This design comes from an exercise in tuning for small area and a short achievable clock period on the open sky130 flow, not from production work.
The RTL was checked by simulation tests, not by an equivalence proof against the original design.
Power figures rest on the tool's default switching activity, not on a simulated workload.

==> flow/design.v (outline; a module is shown in full before it is edited, if it fits) <==
// module fb_window_gen: 76 lines
// module fb_combiner_n: 3457 lines
// module fb_fa: 10 lines
// module fb_ao21: 8 lines
// module fb_and2: 7 lines
// module fb_ha: 9 lines
module fb_combiner_n
#(
    parameter int N_CH      = 4,
    parameter int DATA_W    = 15,
    parameter int COEF_W    = 18,
    parameter int FRAC_BITS = 14,
    parameter int OUT_W     = 13,
    parameter int CNT_W     = 8
) (
    input  logic                     clk,
    input  logic                     rst_n,
    input  logic                     trig,
    input  logic [N_CH*DATA_W-1:0]   data_in,
    input  logic [N_CH*COEF_W-1:0]   coef,
    input  logic [N_CH-1:0]          ch_en,
    input  logic [1:0]               mode,
    input  logic [OUT_W-1:0]         const_dac,
    input  logic [2:0]               no_bunches,
    input  logic [3:0]               no_samples,
    input  logic [CNT_W-1:0]         sample_spacing,
    input  logic [CNT_W-1:0]         start_delay,
    input  logic                     sat_clr,
    output logic [OUT_W-1:0]         fb_sgnl,
    output logic                     dac_cond,
    output logic                     busy,
    output logic                     sat_flag
);
  // ...
==> flow/flow/run.sh <==
#!/bin/bash
set -euo pipefail
bash standard.sh SETUP_SLACK_MARGIN=6.15 "BUFFER_PORTS_ARGS=-buffer_cell sky130_fd_sc_hd__buf_1" finish > flow_make.log 2>&1
==> flow/standard.sh <==
#!/bin/bash
# synth_recipe.tcl (not shown) runs the flow's synth.tcl, then flattens the netlist and writes it again
# the make line also repeats each setting of config.mk as NAME=value (left out here)
make -C /OpenROAD-flow-scripts/flow DESIGN_CONFIG=/design/flow/config.mk WORK_HOME=/design/flow/orfs CLKGATE_MAP_FILE= SYNTH_SCRIPT=/design/flow/synth_recipe.tcl "${@:-finish}"
==> flow/config.mk <==
export PLATFORM = sky130hd
export DESIGN_NAME = fb_combiner_n
export DESIGN_NICKNAME = fb_combiner_n
export VERILOG_FILES = /design/flow/design.v
export SDC_FILE = /design/flow/constraint.sdc
export NUM_CORES = 4
export LEC_CHECK = 0
export ABC_CLOCK_PERIOD_IN_PS = 2000
export CAP_MARGIN = 20
export CORE_MARGIN = 2
export CORE_UTILIZATION = 60
export CTS_CLUSTER_DIAMETER = 80
export CTS_CLUSTER_SIZE = 24
export SLEW_MARGIN = 20
export SYNTH_HIERARCHICAL = 1
export SYNTH_MINIMUM_KEEP_SIZE = 0
==> flow/constraint.sdc <==
create_clock -name core_clock -period 9.0 [get_ports {clk}]
set_input_delay 1.8000 -clock core_clock [delete_from_list [all_inputs] [get_ports {clk}]]
set_output_delay 1.8000 -clock core_clock [all_outputs]
set_load 0.01 [all_outputs]
==> summary.md, run 1 <==
| Metric | Value |
|---|---|
| Run status | `timing/DRC/antenna clean` |
| I/O pins | `194` |
| Leak | `14.93 nW` |
| Maximum operating frequency | `339.8 MHz` |
| Register Area | `0.01083 sq mm` |
| Share of post-route cells with drive strength above 1 | `0.08442` |
| Sequential fraction of total cell area | `0.2847` |
| Internal power | `6.911 mW` |
| Average wire per standard cell | `25.24 um` |
| Met3 Usage GRT | `0.04242` |
| Number of clock buffers in the layout | `34` |
| Aggregate global-route resource usage | `0.3185` |
| Met1 wire length | `40.47 mm` |
| Area of the core | `0.05924 sq mm` |
| Number of inserted filler cells in the final layout | `4,768` |
| # rows | `89` |
| Req. time, crit path | `7200 ps` |
| Met1 global-route usage | `0.4472` |
| Reg-to-reg startpoint | `x0_q[3]` |
| Hold-critical path depth | `0` |
| Clock Network Area Fraction | `0.02802` |
| Top cell class by occupied area | `multi-input gates` |
| Arrival time at the worst endpoint | `1140 ps` |
| Worst reg-to-reg setup slack | `6200 ps` |
| P&R area growth vs syn | `5.568%` |
| Capture point of the worst path | `sat_flag` |
| Signal buffers share of area | `0.02282` |
| Num CTS Buffers | `31` |
| Share of synthesized area spent on multiplexers | `0.0003124` |
| Cell type contributing the most total cell area after synthesis | `fa_1` |
| Inverter count | `16` |
| Wirelength, routed | `98.75 mm` |
| Worst supply voltage drop on vdd | `214.6 uV` |
| Cells taking the most area after synthesis | `fa_1 (27%), dfxtp_1 (26%), xnor2_1 (13%)` |
==> inputs of run 2 (changes only) <==
==> flow/run.sh (new file) <==
#!/bin/bash
# synth_recipe.tcl (not shown) runs the flow's synth.tcl, then flattens the netlist and writes it again
# the make line also repeats each setting of config.mk as NAME=value (left out here)
make -C /OpenROAD-flow-scripts/flow DESIGN_CONFIG=/design/flow/config.mk WORK_HOME=/design/flow/orfs CLKGATE_MAP_FILE= SYNTH_SCRIPT=/design/flow/synth_recipe.tcl finish
--- a/flow/config.mk
+++ b/flow/config.mk
@@ -12,4 +12,5 @@
 export CTS_CLUSTER_DIAMETER = 80
 export CTS_CLUSTER_SIZE = 24
+export SETUP_SLACK_MARGIN = 5
 export SLEW_MARGIN = 20
 export SYNTH_HIERARCHICAL = 1
removed: flow/flow/run.sh
removed: flow/standard.sh
==> run 2 against run 1 <==
Critical path type is now in2reg. Routed wire length down 0.56%. Design area up 2.3%. Worst hold slack better by 12 ps. Sequential share of layout area down 1.2 points.
==> summary.md, run 2 <==
| Metric | Value |
|---|---|
| Run status | `timing/DRC/antenna clean` |
| Fin crit share | `0.3972` |
| Buffers & Inverters on Critical Path | `2` |
| Nature of the critical path startpoint | `input port` |
| Met2 WL | `46.51 mm` |
| Die outline area | `0.06205 sq mm` |
| Final Hold Violating Endpoints | `0` |
| Avg Vias per Cell | `6.210` |
| Worst skew pair latency | `630 ps` |
| Average wire per standard cell | `25.13 um (-0.46%)` |
| Root buffer selected by CTS | `clkbuf_16` |
| PnR Total Power | `11.79 mW` |
| Max layer used | `met4` |
| Remaining DRCs | `0` |
| Number of buffers inserted by hold repair at cts | `0` |
| Iter 0 DRT Violations | `2,927` |
| Commonest cells after routing, fill and taps aside | `xnor2_1 (546), a22oi_1 (505), fa_1 (494), dfxtp_1 (458), clkdlybuf4s50_1 (193)` |
| Largest net degree at the start of global routing | `27` |
| TritonCTS clock tree | `done` |
| Buffers from clock root to sink, at most | `3` |
| Slowest library cell on the worst path | `or4_1` |
| Leak | `15.30 nW (+2.5%)` |
| Setup slack at placement | `4819 ps` |
| Cell depth of the worst flop-to-flop path | `5` |
| Async S/R FF share, synth | `0.05273` |
| # rows | `89 (unchanged)` |
| Met3 Routed Length | `8.334 mm` |
| P&R area growth vs syn | `7.953%` |
| I/O pins | `194 (unchanged)` |
| Port bufs | `193` |
| Max-slew violation count | `0` |
| Smallest setup slack after layout | `5426 ps` |
| Yosys warning total | `8` |
| Max reg flops | `224` |
| Top_reg_cell synth | `dfxtp_1` |
| Number of search-and-repair iterations in the first detailed-routing pass | `7` |
| Via count of the first global-routing pass | `24.83k` |
| Req. time, crit path | `9500 ps (+2300 ps)` |
| Final setup violation count | `0` |
| Total congestion overflow | `0` |
| Most common library cells after synthesis | `xnor2_1 (546), a22oi_1 (505), fa_1 (494), dfxtp_1 (462), buf_2 (154)` |
| Cells taking the most area after synthesis | `fa_1 (27%), dfxtp_1 (26%), xnor2_1 (13%)` |
| Worst Hold Class | `reg2reg` |
| Post-CTS setup buffer count | `0` |
| Post-Synthesis Mean Instance Area | `11.48 sq um` |
| Register bank with the most flops | `r2` |
| Number of enable flip-flop cells after synthesis | `23` |
| Clk_skew | `32.96 ps` |
| Number of logic stages on the critical path including buffering | `7` |
| Slew of the pin with the lowest slew margin | `1163 ps` |
| Num CTS Buffers | `30 (-3.2%)` |
| Worst setup EP type | `register` |
| Number of inserted filler cells in the final layout | `4,649 (-2.5%)` |
| Antenna violations before repair | `0` |
| Total Negative Setup Slacks | `0 ps` |
| Mapped Area | `0.03604 sq mm` |
| Die width | `249.1 um` |
| Registers with the most flip-flops | `r2 x224, r3 x49, sum_q x21` |
| Net count, final | `3,932` |
| Clk slew on worst S/H paths | `90 ps` |
| Maximum operating frequency | `279.8 MHz (-18%)` |
| Area of the core | `0.05924 sq mm (unchanged)` |
| Aggregate global-route resource usage | `0.3172 (-0.001257)` |
| Cell-by-cell listing of the critical path | `clkdlybuf4s50_1 -> or4_1 -> nand4_1 -> inv_1 -> a221oi_1 -> a31oi_1 -> or2_2` |
| Mapped Cells | `3,140` |
| Register bit total from synthesis | `512` |
| Total power per unit cell area | `303.1 mW/mm^2` |
| Setup repair after global routing missed its margin | `false` |
| Arrival time at the worst endpoint | `4070 ps (+2930 ps)` |
| Fraction of the yosys area taken by sequential cells | `0.2945` |
| Critical-path maximum fanout | `13` |
| Routed via count | `24.27k` |
| Resized Gates After CTS | `0` |
| Most used standard cell by instance count after synthesis | `xnor2_1` |
| Post-layout instance area | `0.03891 sq mm` |
| Relative max-transition margin | `0.2239` |
| Share of post-route cells with drive strength above 1 | `0.02648 (-0.05795)` |
| Category of cells accounting for the largest share of critical-path delay | `simple AND/OR/NAND/NOR gates` |
| Clock sink total | `512` |
| Final weighted congestion in routability-driven placement | `0.9168` |
| Initial core utilization | `0.6084` |
| Met1 wire length | `39.78 mm (-1.7%)` |
| Area after detailed placement | `0.03785 sq mm` |
| Worst supply voltage drop on vdd | `227.6 uV (+6.1%)` |
| Most common cell after layout, fill and taps aside | `xnor2_1` |
| Cell type contributing the most total cell area after synthesis | `fa_1` |
| Wirelength, routed | `98.20 mm (-0.56%)` |
| Reported max-cap violation count | `0` |
| Die height | `249.1 um` |
| Number of nets still failing antenna checks after routing | `0` |
| Half-perimeter wire length after placement | `74.37 mm` |
| Portion of synthesized cell area occupied by the leading cell type | `0.2744` |
| Unique masters post-synth | `59` |
| Global-route wire length before repair | `151.6 mm` |
| Number of diodes added for antenna fixing | `0` |
| Largest stage delay, worst path | `610 ps` |
| Hold-critical path depth | `0 (unchanged)` |
| Total number of H-tree levels | `1` |
| Minimum clock period | `3574 ps` |
| Worst Setup Path Type | `in2reg` |
run 2: layer usage:
metal	up-vias	GRT usage
met5	-	0
met4	0	0.1014
met3	150	0.04013
met2	1221	0.5212
met1	12300	0.4408
li1	10600	-
run 2: per-stage QoR:
stage,utilization,instances,hold WS (ps)
final,0.6568,3908,347.1
after global placement,0.6386,3854,315.3
after CTS,0.6567,3908,353.0
after global routing,0.6568,3908,354.9
after floorplan,-,3153,309.6
after detailed placement,0.6389,3855,336.3
run 2: power breakdown:
part	leakage (nW)	internal (mW)	switching [mW]
Sequential	4.44	3.19	0.629
Clock	0.507	0.768	0.831
Combinational	10.4	3.01	3.37
Total	15.3	6.96	4.83
run 2: worst paths after layout:
check | from | end | slack, ps
max | no_samples[3] | u_win.busy_q | 5430
min | r2[223] | r3[48] | 350
max reg2reg | one2_q[4] | r2[174] | 5730
min reg2reg | r2[223] | r3[48] | 350
max in group asynchronous | rst_n | u_win.state[0] | 7000
min in group asynchronous | rst_n | vld[0] | 1500
run 2: layout make-up:
cell class	count	area [sq um]	area share
multi-input cells	2348	24170	0.6212
flip-flops and latches	512	10620	0.2730
repair buffers	206	2037	0.05235
well taps	773	967.2	0.02486
clock buffers	33	783.3	0.02013
clock inverters	20	272.8	0.007010
inverters	16	60.06	0.001544
run 2: cell families (layout without fill, tap and decap cells):
kind of cell / count (synthesis) / after routing / share of synthesized area
multiplexers: 1 / 1 / 0.0003124
AND/OR/NAND/NOR: 382 / 382 / 0.05270
flip-flops: 512 / 512 / 0.2945
other: 1 / 14 / 0.0001040
AO/OA/AOI/OAI: 706 / 706 / 0.1440
adder cells (fa/ha/maj): 640 / 640 / 0.3251
buffers and inverters: 293 / 275 / 0.03628
XOR/XNOR: 605 / 605 / 0.1470
run 2: Yosys stat by module, one instance, submodules excluded, a selection:
module / copies in the design / flops+latches / area [sq um]
fb_combiner_n: 1 / 485 / 22300
fb_fa: 493 / 0 / 20.02
fb_ha: 106 / 0 / 12.51
fb_ao21: 76 / 0 / 7.507
fb_and2: 57 / 0 / 6.256
==> inputs of run 3 (changes only) <==
==> flow/flow/run.sh (new file) <==
#!/bin/bash
set -euo pipefail
bash standard.sh SETUP_SLACK_MARGIN=6.15 "BUFFER_PORTS_ARGS=-buffer_cell sky130_fd_sc_hd__buf_1" \
  "CTS_ARGS=-sink_clustering_enable -repair_clock_nets -sink_clustering_size 24 -sink_clustering_max_diameter 80 -dont_use_dummy_load" \
  finish > flow_make.log 2>&1
==> flow/standard.sh (new file) <==
#!/bin/bash
# synth_recipe.tcl (not shown) runs the flow's synth.tcl, then flattens the netlist and writes it again
# the make line also repeats each setting of config.mk as NAME=value (left out here)
make -C /OpenROAD-flow-scripts/flow DESIGN_CONFIG=/design/flow/config.mk WORK_HOME=/design/flow/orfs CLKGATE_MAP_FILE= SYNTH_SCRIPT=/design/flow/synth_recipe.tcl "${@:-finish}"
--- a/flow/config.mk
+++ b/flow/config.mk
@@ -12,5 +12,4 @@
 export CTS_CLUSTER_DIAMETER = 80
 export CTS_CLUSTER_SIZE = 24
-export SETUP_SLACK_MARGIN = 5
 export SLEW_MARGIN = 20
 export SYNTH_HIERARCHICAL = 1
removed: flow/run.sh
==> run 3 against run 2 <==
Design area shrank 3.0%. Non-clock buffer count grew 2. Clock skew grew 12 ps. Still clean. Core utilization shrank 1.9 points. Maximum frequency grew 22%. Via count shrank 0.93%. Routed wire length grew 0.32%.
==> summary.md, run 3 <==
| Metric | Value |
|---|---|
| Total Negative Setup Slacks | `0 ps (unchanged)` |
| Most common library cells after synthesis | `xnor2_1 (546), a22oi_1 (505), fa_1 (494), dfxtp_1 (462), buf_2 (154)` |
| Wirelength, routed | `98.52 mm (+0.32%)` |
| Most common cell after layout, fill and taps aside | `xnor2_1` |
| Root buffer selected by CTS | `clkbuf_16` |
| Half-perimeter wire length after placement | `74.73 mm (+0.48%)` |
| Slew of the pin with the lowest slew margin | `816.2 ps (-346.4 ps)` |
| Number of diodes added for antenna fixing | `0 (unchanged)` |
| Yosys warning total | `8 (unchanged)` |
| Slowest library cell on the worst path | `dfrtp_1` |
| Net count, final | `3,935 (+0.076%)` |
| Largest net degree at the start of global routing | `28 (+3.7%)` |
| Reported max-cap violation count | `0 (unchanged)` |
| Met3 Routed Length | `8.227 mm (-1.3%)` |
| Mapped Area | `0.03604 sq mm (unchanged)` |
| Met2 WL | `46.83 mm (+0.69%)` |
| Total congestion overflow | `0 (unchanged)` |
| Worst supply voltage drop on vdd | `210.6 uV (-7.5%)` |
| Register Area | `0.01084 sq mm (+2.0%)` |
| Run status | `timing/DRC/antenna clean` |
| Req. time, crit path | `7200 ps (-2300 ps)` |
| Max reg flops | `224 (unchanged)` |
| Nature of the critical path startpoint | `register` |
| Core utilization of the finished layout | `0.6374 (-0.01939)` |
| TritonCTS clock tree | `done` |
| Largest stage delay, worst path | `380 ps (-230 ps)` |
| Port bufs | `193 (unchanged)` |
| Worst Setup Path Type | `reg2out` |
| Minimum clock period | `2939 ps (-635.8 ps)` |
| Aggregate global-route resource usage | `0.3182 (+0.001011)` |
| P&R area growth vs syn | `4.766%` |
| Register bank with the most flops | `r2` |
| Setup repair after global routing missed its margin | `true` |
| Async S/R FF share, synth | `0.05273 (unchanged)` |
| Unique masters post-synth | `59 (unchanged)` |
| Max layer used | `met4` |
| Buffers & Inverters on Critical Path | `1 (-1)` |
| Worst skew pair latency | `640 ps (about the same)` |
| Cell type contributing the most total cell area after synthesis | `fa_1` |
| Fin crit share | `0.3265 (-0.07064)` |
| Total number of H-tree levels | `1 (unchanged)` |
| I/O pins | `194 (unchanged)` |
| Number of nets still failing antenna checks after routing | `0 (unchanged)` |
| Worst setup EP type | `output pin` |
| Number of inserted filler cells in the final layout | `4,790 (+3.0%)` |
| Leak | `14.78 nW (-3.4%)` |
| Die width | `249.1 um (unchanged)` |
| Number of enable flip-flop cells after synthesis | `23 (unchanged)` |
| Buffers from clock root to sink, at most | `3 (unchanged)` |
| Critical-path maximum fanout | `2 (-11)` |
| Mapped Cells | `3,140 (unchanged)` |
| Final Hold Violating Endpoints | `0 (unchanged)` |
| # rows | `89 (unchanged)` |
| Relative max-transition margin | `0.4559 (+0.2320)` |
| Via count of the first global-routing pass | `24.76k (-0.28%)` |
| Category of cells accounting for the largest share of critical-path delay | `flip-flops` |
| Cells taking the most area after synthesis | `fa_1 (27%), dfxtp_1 (26%), xnor2_1 (13%)` |
| Top_reg_cell synth | `dfxtp_1` |
| Maximum operating frequency | `340.3 MHz (+22%)` |
| Number of buffers inserted by hold repair at cts | `0 (unchanged)` |
| Antenna violations before repair | `2 (+2)` |
| Portion of synthesized cell area occupied by the leading cell type | `0.2744 (unchanged)` |
| Routed via count | `24.04k (-0.93%)` |
| Share of post-route cells with drive strength above 1 | `0.07801 (+0.05153)` |
| Area of the multi-input gates | `0.02425 sq mm (+0.32%)` |
| Clk_skew | `44.88 ps (+11.92 ps)` |
| Registers with the most flip-flops | `r2 x224, r3 x49, sum_q x21` |
| Clk slew on worst S/H paths | `80 ps (about the same)` |
| Average wire per standard cell | `25.34 um (+0.84%)` |
| Avg Vias per Cell | `6.184 (-0.42%)` |
| Global-route wire length before repair | `151.5 mm (about the same)` |
| Area of the core | `0.05924 sq mm (unchanged)` |
| Initial core utilization | `0.6084 (unchanged)` |
| Final setup violation count | `0 (unchanged)` |
| Die outline area | `0.06205 sq mm (unchanged)` |
| Final weighted congestion in routability-driven placement | `0.9467 (+3.3%)` |
| Most used standard cell by instance count after synthesis | `xnor2_1` |
| Max-slew violation count | `0 (unchanged)` |
| Num CTS Buffers | `31 (+3.3%)` |
| Register bit total from synthesis | `512 (unchanged)` |
| Total power per unit cell area | `304.9 mW/mm^2 (+0.61%)` |
| Number of search-and-repair iterations in the first detailed-routing pass | `7 (unchanged)` |
| Cell-by-cell listing of the critical path | `clkbuf_2` |
| Commonest cells after routing, fill and taps aside | `xnor2_1 (541), a22oi_1 (505), fa_1 (494), dfxtp_1 (308), buf_1 (178)` |
| Clock sink total | `512 (unchanged)` |
| Iter 0 DRT Violations | `2,353 (-20%)` |
| Remaining DRCs | `0 (unchanged)` |
| Die height | `249.1 um (unchanged)` |
| Arrival time at the worst endpoint | `1140 ps (-2930 ps)` |
| Fraction of the yosys area taken by sequential cells | `0.2945 (unchanged)` |
| Worst Hold Class | `reg2reg` |
| Met1 wire length | `40.38 mm (+1.5%)` |
| Post-Synthesis Mean Instance Area | `11.48 sq um (unchanged)` |
[run 3: cell counts after synthesis]
Identical to the previous run, type by type.
[run 3: report_power, final]
group	leakage (nW)	switching, mW	internal (mW)
sequential	4.47	0.638	3.20
combinational	9.93	3.37	2.97
clock	0.382	0.733	0.605
[run 3: final timing paths]
path / cells past startpoint / slack, ps / start / end
max: 1 / 6060 / sat_flag / sat_flag
min: 0 / 330 / r2[223] / r3[48]
max reg2reg: 5 / 6150 / x0_q[9] / r2[97]
min reg2reg: 0 / 330 / r2[223] / r3[48]
max in group asynchronous: 2 / 7580 / rst_n / u_win.busy_q
min in group asynchronous: 2 / 1140 / rst_n / vld[2]
[run 3: per-stage QoR]
step                setup slack (ps)  total power [mW]  area (sq um)  cells  hold WS, ps
CTS                             6030             11.54         37630   3885        327.4
global route                    6017             12.49         37760   3888        338.0
global placement                5532             9.961         36640   3854        315.4
finish                          6061             11.51         37760   3888        326.4
floorplan                       5769             7.809         36110   3153        309.6
detailed placement              5506             10.19         36640   3854        320.5
[run 3: timing repair]
action                                  4_1_cts  5_1_grt
pin swaps                                     0        5
buffers inserted                              0        3
endpoints found under the hold margin         0        0
cloned                                        0        0
endpoints found under the setup margin      138       60
resized for setup                           147       47
[run 3: per-module statistics from Yosys (local to each module, per instance), a selection]
module / times used / flops+latches / cell area [sq um]
fb_and2: 57 / 0 / 6.256
fb_ao21: 76 / 0 / 7.507
fb_combiner_n: 1 / 485 / 22300
fb_fa: 493 / 0 / 20.02
fb_ha: 106 / 0 / 12.51
[run 3: area by class of cell]
class / instances / share of cell area
multi-input cells: 2348 / 0.6421
well taps: 773 / 0.02561
flip-flops and latches: 512 / 0.2870
repair buffers: 208 / 0.02300
clock buffers: 31 / 0.02054
inverters: 16 / 0.001723
[run 3: cells by family after synthesis]
group,synth area share
AOI/OAI and AO/OA,0.1440
adders and majority gates,0.3251
xor gates and xnor gates,0.1470
DFF,0.2945
and+or+nand+nor,0.05270
buffers and inverters,0.03628
other,0.0001040
muxes,0.0003124
[run 3: layer usage]
metal  vias up  track usage
met4         0      0.09036
met3       143      0.04378
met2      1123       0.5214
li1      10560            -
met5         -            0
met1     12220       0.4457
==> inputs of run 4 (changes only) <==
==> flow/flow/run.sh (replaced) <==
#!/bin/bash
set -euo pipefail
bash standard.sh SETUP_SLACK_MARGIN=6.08 "BUFFER_PORTS_ARGS=-buffer_cell sky130_fd_sc_hd__buf_1" \
  "CTS_ARGS=-sink_clustering_enable -repair_clock_nets -sink_clustering_size 24 -sink_clustering_max_diameter 80 -dont_use_dummy_load" \
  finish > flow_make.log 2>&1
==> run 4 against run 3 <==
Largest power group unchanged. Total power down 0.44%. Synthesized cell count unchanged. Flip-flop and latch count unchanged. Largest cell class unchanged. Sequential power about the same. Sequential share of layout area about the same. Still clean on timing, DRC and antenna. Non-clock buffer count down 1. Setup slack better by 4.2 ps. Highest routed layer is now met5. Maximum frequency up 0.14%. Design area down 0.34%.
==> summary.md, run 4 <==
| Metric | Value |
|---|---|
| Run status | `timing/DRC/antenna clean` |
| Clk_skew | `33.72 ps (-11.16 ps)` |
| Cell type contributing the most total cell area after synthesis | `fa_1` |
| Most used standard cell by instance count after synthesis | `xnor2_1` |
| Registers with the most flip-flops | `r2 x224, r3 x49, sum_q x21` |
| Power share of the combinational group | `0.551 (about the same)` |
| Unique masters post-synth | `59 (unchanged)` |
| Number of non-filler instances in the completed layout | `3,887 (-0.026%)` |
| Smallest setup slack after layout | `6065 ps (+4.150 ps)` |
| Most common library cells after synthesis | `xnor2_1 (546), a22oi_1 (505), fa_1 (494), dfxtp_1 (462), buf_2 (154)` |
| Slew of the pin with the lowest slew margin | `844.9 ps (+28.71 ps)` |
| Port bufs | `193 (unchanged)` |
| Maximum operating frequency | `340.8 MHz (+0.14%)` |
| Final Hold Violating Endpoints | `0 (unchanged)` |
| Via count of the first global-routing pass | `24.60k (-0.64%)` |
| Remaining DRCs | `0 (unchanged)` |
| Final weighted congestion in routability-driven placement | `0.9560 (+0.98%)` |
| Die width | `249.1 um (unchanged)` |
| Relative max-transition margin | `0.4367 (-0.01914)` |
| Total power per unit cell area | `304.7 mW/mm^2 (about the same)` |
| Share of synthesized cell area in and, or, nand and nor gates | `0.05270 (unchanged)` |
| Mapped Cells | `3,140 (unchanged)` |
| Clock network power share | `0.115 (about the same)` |
| Antenna violations before repair | `1 (-1)` |
| Arrival time at the worst endpoint | `1130 ps (about the same)` |
| Commonest cells after routing, fill and taps aside | `xnor2_1 (543), a22oi_1 (505), fa_1 (494), dfxtp_1 (316), buf_1 (182)` |
| Async S/R FF share, synth | `0.05273 (unchanged)` |
| Avg Vias per Cell | `6.166 (-0.29%)` |
| Clk slew on worst S/H paths | `80 ps (about the same)` |
| Total Negative Setup Slacks | `0 ps (unchanged)` |
| Max reg flops | `224 (unchanged)` |
| Fraction of power spent switching nets | `0.4126 (+0.0006424)` |
| I/O pins | `194 (unchanged)` |
| Xor and xnor area share after synthesis | `0.1470 (unchanged)` |
| Aggregate global-route resource usage | `0.3163 (-0.001943)` |
| TritonCTS clock tree | `done` |
| Num CTS Buffers | `30 (-3.2%)` |
| Reported max-cap violation count | `0 (unchanged)` |
| Initial core utilization | `0.6084 (unchanged)` |
| Number of buffers inserted by hold repair at cts | `0 (unchanged)` |
| Buffers & Inverters on Critical Path | `1 (unchanged)` |
| Buffers from clock root to sink, at most | `3 (unchanged)` |
| Share of synthesized area spent on multiplexers | `0.0003124 (unchanged)` |
| Die height | `249.1 um (unchanged)` |
| Worst Hold Class | `reg2reg` |
| Net count, final | `3,933 (-0.051%)` |
| Yosys warning total | `8 (unchanged)` |
| Share of post-route cells with drive strength above 1 | `0.07131 (-0.006696)` |
| Worst supply voltage drop on vdd | `224.4 uV (+6.5%)` |
| Worst setup EP type | `output pin` |
| Cells taking the most area after synthesis | `fa_1 (27%), dfxtp_1 (26%), xnor2_1 (13%)` |
| Fraction of the yosys area taken by sequential cells | `0.2945 (unchanged)` |
| P&R area growth vs syn | `4.405%` |
| Adder-cell area share of the yosys netlist | `0.3251 (unchanged)` |
| Register bit total from synthesis | `512 (unchanged)` |
| Req. time, crit path | `7200 ps (about the same)` |
| Number of enable flip-flop cells after synthesis | `23 (unchanged)` |
| Global-route wire length before repair | `150.4 mm (-0.71%)` |
| Wirelength, routed | `97.67 mm (-0.86%)` |
| Register bank with the most flops | `r2` |
| Combinational family with the most area after synthesis | `adder cells` |
| Worst skew pair latency | `630 ps (about the same)` |
| Cells after DPL | `3,854 (unchanged)` |
| Total number of H-tree levels | `1 (unchanged)` |
| Setup slack at placement | `5466 ps (-40.78 ps)` |
| Compound-gate portion of the synthesized area | `0.1440 (unchanged)` |
| Half-perimeter wire length after placement | `74.60 mm (-0.18%)` |
| Largest stage delay, worst path | `390 ps (about the same)` |
| Average wire per standard cell | `25.13 um (-0.83%)` |
| Total congestion overflow | `0 (unchanged)` |
| Root buffer selected by CTS | `clkbuf_16` |
| Routed via count | `23.97k (-0.32%)` |
| Iter 0 DRT Violations | `2,633 (+12%)` |
| Post-Synthesis Mean Instance Area | `11.48 sq um (unchanged)` |
| Slowest library cell on the worst path | `dfrtp_1` |
| Net switching component of the power | `4.730 mW (-0.28%)` |
| Mapped Area | `0.03604 sq mm (unchanged)` |
| Fin crit share | `0.3261 (-0.0004611)` |
| Area of the core | `0.05924 sq mm (unchanged)` |
| Most common cell after layout, fill and taps aside | `xnor2_1` |
| Worst Setup Path Type | `reg2out` |
| Final setup violation count | `0 (unchanged)` |
| # rows | `89 (unchanged)` |
| Largest net degree at the start of global routing | `28 (unchanged)` |
| Top_reg_cell synth | `dfxtp_1` |
| Leak | `14.73 nW (-0.37%)` |
| Nature of the critical path startpoint | `register` |
| Number of nets still failing antenna checks after routing | `0 (unchanged)` |
| Critical-path maximum fanout | `2 (unchanged)` |
| Max-slew violation count | `0 (unchanged)` |
| Flop pwr share | `0.334 (about the same)` |
| Portion of synthesized cell area occupied by the leading cell type | `0.2744 (unchanged)` |
| Number of search-and-repair iterations in the first detailed-routing pass | `6 (-1)` |
| Die outline area | `0.06205 sq mm (unchanged)` |
| Setup repair after global routing missed its margin | `true` |
| PnR Total Power | `11.46 mW (-0.44%)` |
| Clock sink total | `512 (unchanged)` |
| Cell-by-cell listing of the critical path | `clkbuf_2` |
| Category of cells accounting for the largest share of critical-path delay | `flip-flops` |
| Internal power | `6.734 mW (-0.55%)` |
| Minimum clock period | `2935 ps (-4.150 ps)` |
-- run 4: kinds of logic after synthesis --
group | after synthesis
xor+xnor | 605
compound gates | 706
buf+inv | 293
mux | 1
other cells | 1
flops | 512
simple gates | 382
fa+ha+maj | 640
-- run 4: metal layers --
| metal | routed length [um] | up-vias | track usage |
|---|---|---|---|
| met5 | 13 | - | 0 |
| met4 | 3185 | 2 | 0.09380 |
| met3 | 8397 | 146 | 0.04734 |
| met2 | 46160 | 1109 | 0.5172 |
| met1 | 39910 | 12150 | 0.4398 |
| li1 | - | 10560 | - |
-- run 4: power groups by stage --
stage | combinational (mW) | sequential, mW | clock [mW]
2_1_floorplan | 4.27 | 3.53 | 0
3_3_place_gp | 6.11 | 3.84 | 0
3_5_place_dp | 6.29 | 3.87 | 0
4_1_cts | 6.31 | 3.82 | 1.35
5_1_grt | 7.05 | 3.91 | 1.43
6_report | 6.32 | 3.83 | 1.32
-- run 4: area by class of cell --
| class | instances | area, sq um |
|---|---|---|
| Fill cell | 4734 | 21610 |
| Clock buffer | 30 | 750.7 |
| Tap cell | 773 | 967.2 |
| Sequential cell | 512 | 10800 |
| Multi-Input combinational cell | 2348 | 24200 |
| Inverter | 16 | 65.06 |
| Timing Repair Buffer | 207 | 843.3 |
| Antenna cell | 1 | 2.502 |
-- run 4: modules after synthesis, one instance, submodules excluded, excerpt --
| module | flops+latches | cell area, sq um | cells inside | times used |
|---|---|---|---|---|
| fb_combiner_n | 485 | 22300 | 2261 | 1 |
| fb_fa | 0 | 20.02 | 1 | 493 |
| fb_ha | 0 | 12.51 | 1 | 106 |
| fb_ao21 | 0 | 7.507 | 1 | 76 |
| fb_and2 | 0 | 6.256 | 1 | 57 |
-- run 4: final timing paths --
path                          start              to  slack [ps]  cells past startpoint
min reg2reg                 r2[223]          r3[48]         330                      0
min                         r2[223]          r3[48]         330                      0
max                        sat_flag        sat_flag        6070                      1
min in group asynchronous     rst_n          vld[2]        1160                      2
max in group asynchronous     rst_n  u_win.state[0]        7590                      2
max reg2reg                x3_q[12]         r2[118]        6120                      5
-- run 4: repair_timing --
item,CTS,global route
endpoints found under the setup margin,107,77
gates resized for setup,100,61
buffers inserted,0,2
-- run 4: per-stage QoR --
step	hold WS (ps)	area (sq um)	util
floorplan	309.6	36110	-
global placement	314.4	36640	0.6185
detailed placement	312.1	36640	0.6185
CTS	333.1	37530	0.6335
global route	337.8	37630	0.6351
finish	332.5	37630	0.6352
==> inputs of run 5 (changes only) <==
--- a/flow/config.mk
+++ b/flow/config.mk
@@ -9,5 +9,5 @@
 export CAP_MARGIN = 20
 export CORE_MARGIN = 2
-export CORE_UTILIZATION = 60
+export CORE_UTILIZATION = 70
 export CTS_CLUSTER_DIAMETER = 80
 export CTS_CLUSTER_SIZE = 24
==> run 5 against run 4 <==
Core utilization up 9.8 points. Combinational power rose by 2%. Largest power group unchanged. Count of clock-buffer cells in the layout stayed put.
==> summary.md, run 5 <==
| Metric | Value |
|---|---|
| Run status | `timing/DRC/antenna clean` |
| Buffers from clock root to sink, at most | `3 (unchanged)` |
| Setup repair after global routing missed its margin | `true` |
| Final setup violation count | `0 (unchanged)` |
| Iter 0 DRT Violations | `2,735 (+3.9%)` |
| Max reg flops | `224 (unchanged)` |
| Hold-critical path depth | `0 (unchanged)` |
| Async S/R FF share, synth | `0.05273 (unchanged)` |
| Worst skew pair latency | `630 ps (about the same)` |
| Req. time, crit path | `7200 ps (about the same)` |
| Root buffer selected by CTS | `clkbuf_16` |
| Cells taking the most area after synthesis | `fa_1 (27%), dfxtp_1 (26%), xnor2_1 (13%)` |
| Half-perimeter wire length after placement | `72.30 mm (-3.1%)` |
| Worst reg-to-reg setup slack | `6090 ps (-30 ps)` |
| Die outline area | `0.05332 sq mm (-14%)` |
| Slew of the pin with the lowest slew margin | `898.8 ps (+53.88 ps)` |
| Max-slew violation count | `0 (unchanged)` |
| Register bit total from synthesis | `512 (unchanged)` |
| Most used standard cell by instance count after synthesis | `xnor2_1` |
| Maximum operating frequency | `341.9 MHz (+0.33%)` |
| Mapped Cells | `3,140 (unchanged)` |
| Net count, final | `3,928 (-0.13%)` |
| Total number of H-tree levels | `1 (unchanged)` |
| # rows | `83 (-6.7%)` |
| Min-delay src | `r2[223]` |
| Most common library cells after synthesis | `xnor2_1 (546), a22oi_1 (505), fa_1 (494), dfxtp_1 (462), buf_2 (154)` |
| Number of non-filler instances in the completed layout | `3,788 (-2.5%)` |
| Number of buffers inserted by hold repair at cts | `0 (unchanged)` |
| Setup slack at placement | `5518 ps (+52.92 ps)` |
| Cell type contributing the most total cell area after synthesis | `fa_1` |
| Category of cells accounting for the largest share of critical-path delay | `flip-flops` |
| Aggregate global-route resource usage | `0.3670 (+0.05069)` |
| Antenna violations before repair | `0 (-1)` |
| Buffers & Inverters on Critical Path | `1 (unchanged)` |
| Number of search-and-repair iterations in the first detailed-routing pass | `6 (unchanged)` |
| Share of post-route cells with drive strength above 1 | `0.06950 (-0.001816)` |
| Clk_skew | `53.78 ps (+20.06 ps)` |
| Num CTS Buffers | `30 (unchanged)` |
| Fraction of the yosys area taken by sequential cells | `0.2945 (unchanged)` |
| Worst supply voltage drop on vdd | `258.3 uV (+15%)` |
| Post-Synthesis Mean Instance Area | `11.48 sq um (unchanged)` |
| Relative max-transition margin | `0.4000 (-0.03674)` |
| Remaining DRCs | `0 (unchanged)` |
| Number of diodes added for antenna fixing | `0 (-1)` |
| Post-CTS setup buffer count | `0 (unchanged)` |
| Core utilization of the finished layout | `0.7333 (+0.09816)` |
| Register bank with the most flops | `r2` |
| I/O pins | `194 (unchanged)` |
| Registers with the most flip-flops | `r2 x224, r3 x49, sum_q x21` |
| Most common cell after layout, fill and taps aside | `xnor2_1` |
| Number of nets still failing antenna checks after routing | `0 (unchanged)` |
| Nature of the critical path startpoint | `register` |
| Die height | `230.9 um (-7.3%)` |
| Number of inserted filler cells in the final layout | `3,681 (-22%)` |
| Smallest setup slack after layout | `6075 ps (+9.610 ps)` |
| Slowest library cell on the worst path | `dfrtp_1` |
| Mapped Area | `0.03604 sq mm (unchanged)` |
| Total power per unit cell area | `309.7 mW/mm^2 (+1.7%)` |
| Met1 global-route usage | `0.4972 (+0.05740)` |
| Average wire per standard cell | `25.41 um (+1.1%)` |
| Arrival time at the worst endpoint | `1120 ps (about the same)` |
| Port bufs | `193 (unchanged)` |
| Cells after DPL | `3,758 (-2.5%)` |
| Final Hold Violating Endpoints | `0 (unchanged)` |
| Reg-to-Reg End | `r2[118]` |
| Leak | `14.71 nW (-0.13%)` |
| Worst setup EP type | `output pin` |
| Minimum clock period | `2925 ps (-9.610 ps)` |
| P&R area growth vs syn | `3.961%` |
| Wirelength, routed | `96.25 mm (-1.4%)` |
| Area of the core | `0.05109 sq mm (-14%)` |
| Initial core utilization | `0.7054 (+0.09702)` |
| Portion of synthesized cell area occupied by the leading cell type | `0.2744 (unchanged)` |
| Global-route met2 utilization | `0.5947 (+0.07752)` |
| Reg-to-reg startpoint | `one2_q[1]` |
| Routed via count | `24.54k (+2.4%)` |
| Largest net degree at the start of global routing | `28 (unchanged)` |
| Unique masters post-synth | `59 (unchanged)` |
| Die width | `230.9 um (-7.3%)` |
| Grt peak-use layer | `met2` |
| Cell-by-cell listing of the critical path | `clkbuf_2` |
| Critical-path maximum fanout | `2 (unchanged)` |
| Total congestion overflow | `0 (unchanged)` |
| Yosys warning total | `8 (unchanged)` |
| Total Negative Setup Slacks | `0 ps (unchanged)` |
| Clock sink total | `512 (unchanged)` |
| Commonest cells after routing, fill and taps aside | `xnor2_1 (544), a22oi_1 (505), fa_1 (494), dfxtp_1 (321), buf_1 (178)` |
| TritonCTS clock tree | `done` |
| Avg Vias per Cell | `6.479 (+5.1%)` |
| Cell depth of the worst flop-to-flop path | `5 (unchanged)` |
| Met3 Usage GRT | `0.06546 (+0.01813)` |
| Number of enable flip-flop cells after synthesis | `23 (unchanged)` |
| Top_reg_cell synth | `dfxtp_1` |
| Reported max-cap violation count | `0 (unchanged)` |
| Clk slew on worst S/H paths | `90 ps (about the same)` |
| Global-route wire length before repair | `149.0 mm (-0.94%)` |
| Via count of the first global-routing pass | `25.10k (+2.0%)` |
| Worst Hold Class | `reg2reg` |
| Fin crit share | `0.3250 (-0.001068)` |
| Largest stage delay, worst path | `380 ps (about the same)` |
| Capture endpoint of the worst hold path | `r3[48]` |
| Final weighted congestion in routability-driven placement | `0.9784 (+2.3%)` |
| Worst Setup Path Type | `reg2out` |
## run 5: where the power goes
| group | leakage [nW] | total, mW | switching [mW] | internal (mW) |
|---|---|---|---|---|
| Combinational | 9.87 | 6.44 | 3.45 | 2.99 |
| Sequential | 4.47 | 3.84 | 0.640 | 3.20 |
| Clock | 0.370 | 1.32 | 0.737 | 0.587 |
## run 5: worst max path at each step
stage          depth (start not counted)           end     startpoint
2_1_floorplan                          6  u_win.busy_q  no_samples[3]
3_3_place_gp                           7  u_win.busy_q  no_samples[3]
3_5_place_dp                           7  u_win.busy_q  no_samples[3]
4_1_cts                                5       r2[158]      two1_q[8]
5_1_grt                                1      sat_flag       sat_flag
6_report                               1      sat_flag       sat_flag
## run 5: cell families (layout without fill, tap and decap cells)
| group | Yosys count | count (layout) | share of synthesized area |
|---|---|---|---|
| muxes | 1 | 1 | 0.0003124 |
| buffers and inverters | 293 | 248 | 0.03628 |
| DFF | 512 | 512 | 0.2945 |
| other | 1 | 14 | 0.0001040 |
| adders and majority gates | 640 | 640 | 0.3251 |
| and+or+nand+nor | 382 | 382 | 0.05270 |
| xor gates and xnor gates | 605 | 605 | 0.1470 |
| AOI/OAI and AO/OA | 706 | 706 | 0.1440 |
## run 5: Yosys stat by module, one instance, submodules excluded, a selection
module / copies in the design / flops+latches / cell area, sq um / cells
fb_and2: 57 / 0 / 6.256 / 1
fb_fa: 493 / 0 / 20.02 / 1
fb_combiner_n: 1 / 485 / 22300 / 2261
fb_ao21: 76 / 0 / 7.507 / 1
fb_ha: 106 / 0 / 12.51 / 1
## run 5: what timing repair did
action	4_1_cts	5_1_grt
resized for setup	89	70
endpoints found under the hold margin	0	0
endpoints found under the setup margin	100	71
pin swaps	0	0
gates cloned	0	0
## run 5: metrics by stage
stage          total power [mW]  hold slack [ps]  area, sq um
5_1_grt                   12.48            342.4        37470
6_report                  11.60            340.0        37470
2_1_floorplan             7.809            309.6        36110
4_1_cts                   11.57            335.0        37380
3_5_place_dp              10.21            315.7        36500
3_3_place_gp              9.842            314.7        36500
## run 5: cell type report
cell class | instances | area, sq um | area share
Inverter | 16 | 62.56 | 0.001670
Multi-Input combinational cell | 2348 | 24200 | 0.6459
Timing Repair Buffer | 202 | 810.8 | 0.02164
Clock buffer | 30 | 750.7 | 0.02004
Tap cell | 680 | 850.8 | 0.02271
Sequential cell | 512 | 10790 | 0.2880
## run 5: per-layer routing
metal / vias up / share of wire
li1: 10550 / -
met1: 12320 / 0.38
met2: 1433 / 0.47
met3: 240 / 0.097
met4: 0 / 0.047
met5: - / 0

==> separate check: timing with driven ports <==
Ports are ideal in the flow. The routed layouts listed here were re-timed in OpenROAD. Step 1: set_driving_cell puts a clkbuf_16 on clk and a buf_2 on each other input, an assumption about the parent block. Step 2 also shifts input and output timing later by t, the mid clock arrival at the registers, as if the neighbouring blocks saw the same clock. a / b / c = ideal ports / drivers / drivers and shift; a / b = the first two.
| run | shift t [ns] | slack for setup (ns) | latest minus earliest clock arrival (ns) | slew at the worst register clock pin (ns) | worst slew at a driven data input, ns |
|---|---|---|---|---|---|
| run 1 | 0.696 | 6.057 / 5.991 / 5.469 | 0.024 / 0.024 | 0.10 / 0.10 | 0.06 |
| run 2 | 0.683 | 5.426 / 5.466 / 4.782 | 0.033 / 0.033 | 0.10 / 0.10 | 0.06 |
| run 3 | 0.680 | 6.061 / 5.996 / 5.460 | 0.050 / 0.049 | 0.10 / 0.10 | 0.06 |
| run 4 | 0.675 | 6.065 / 6.001 / 5.499 | 0.037 / 0.037 | 0.10 / 0.10 | 0.06 |
| run 5 | 0.666 | 6.075 / 6.012 / 5.521 | 0.053 / 0.054 | 0.10 / 0.10 | 0.05 |
After both steps every run listed still meets setup and hold. The setup slack of run 2, which loses most, moves by +0.040 ns with the drivers and by -0.644 ns with both steps.
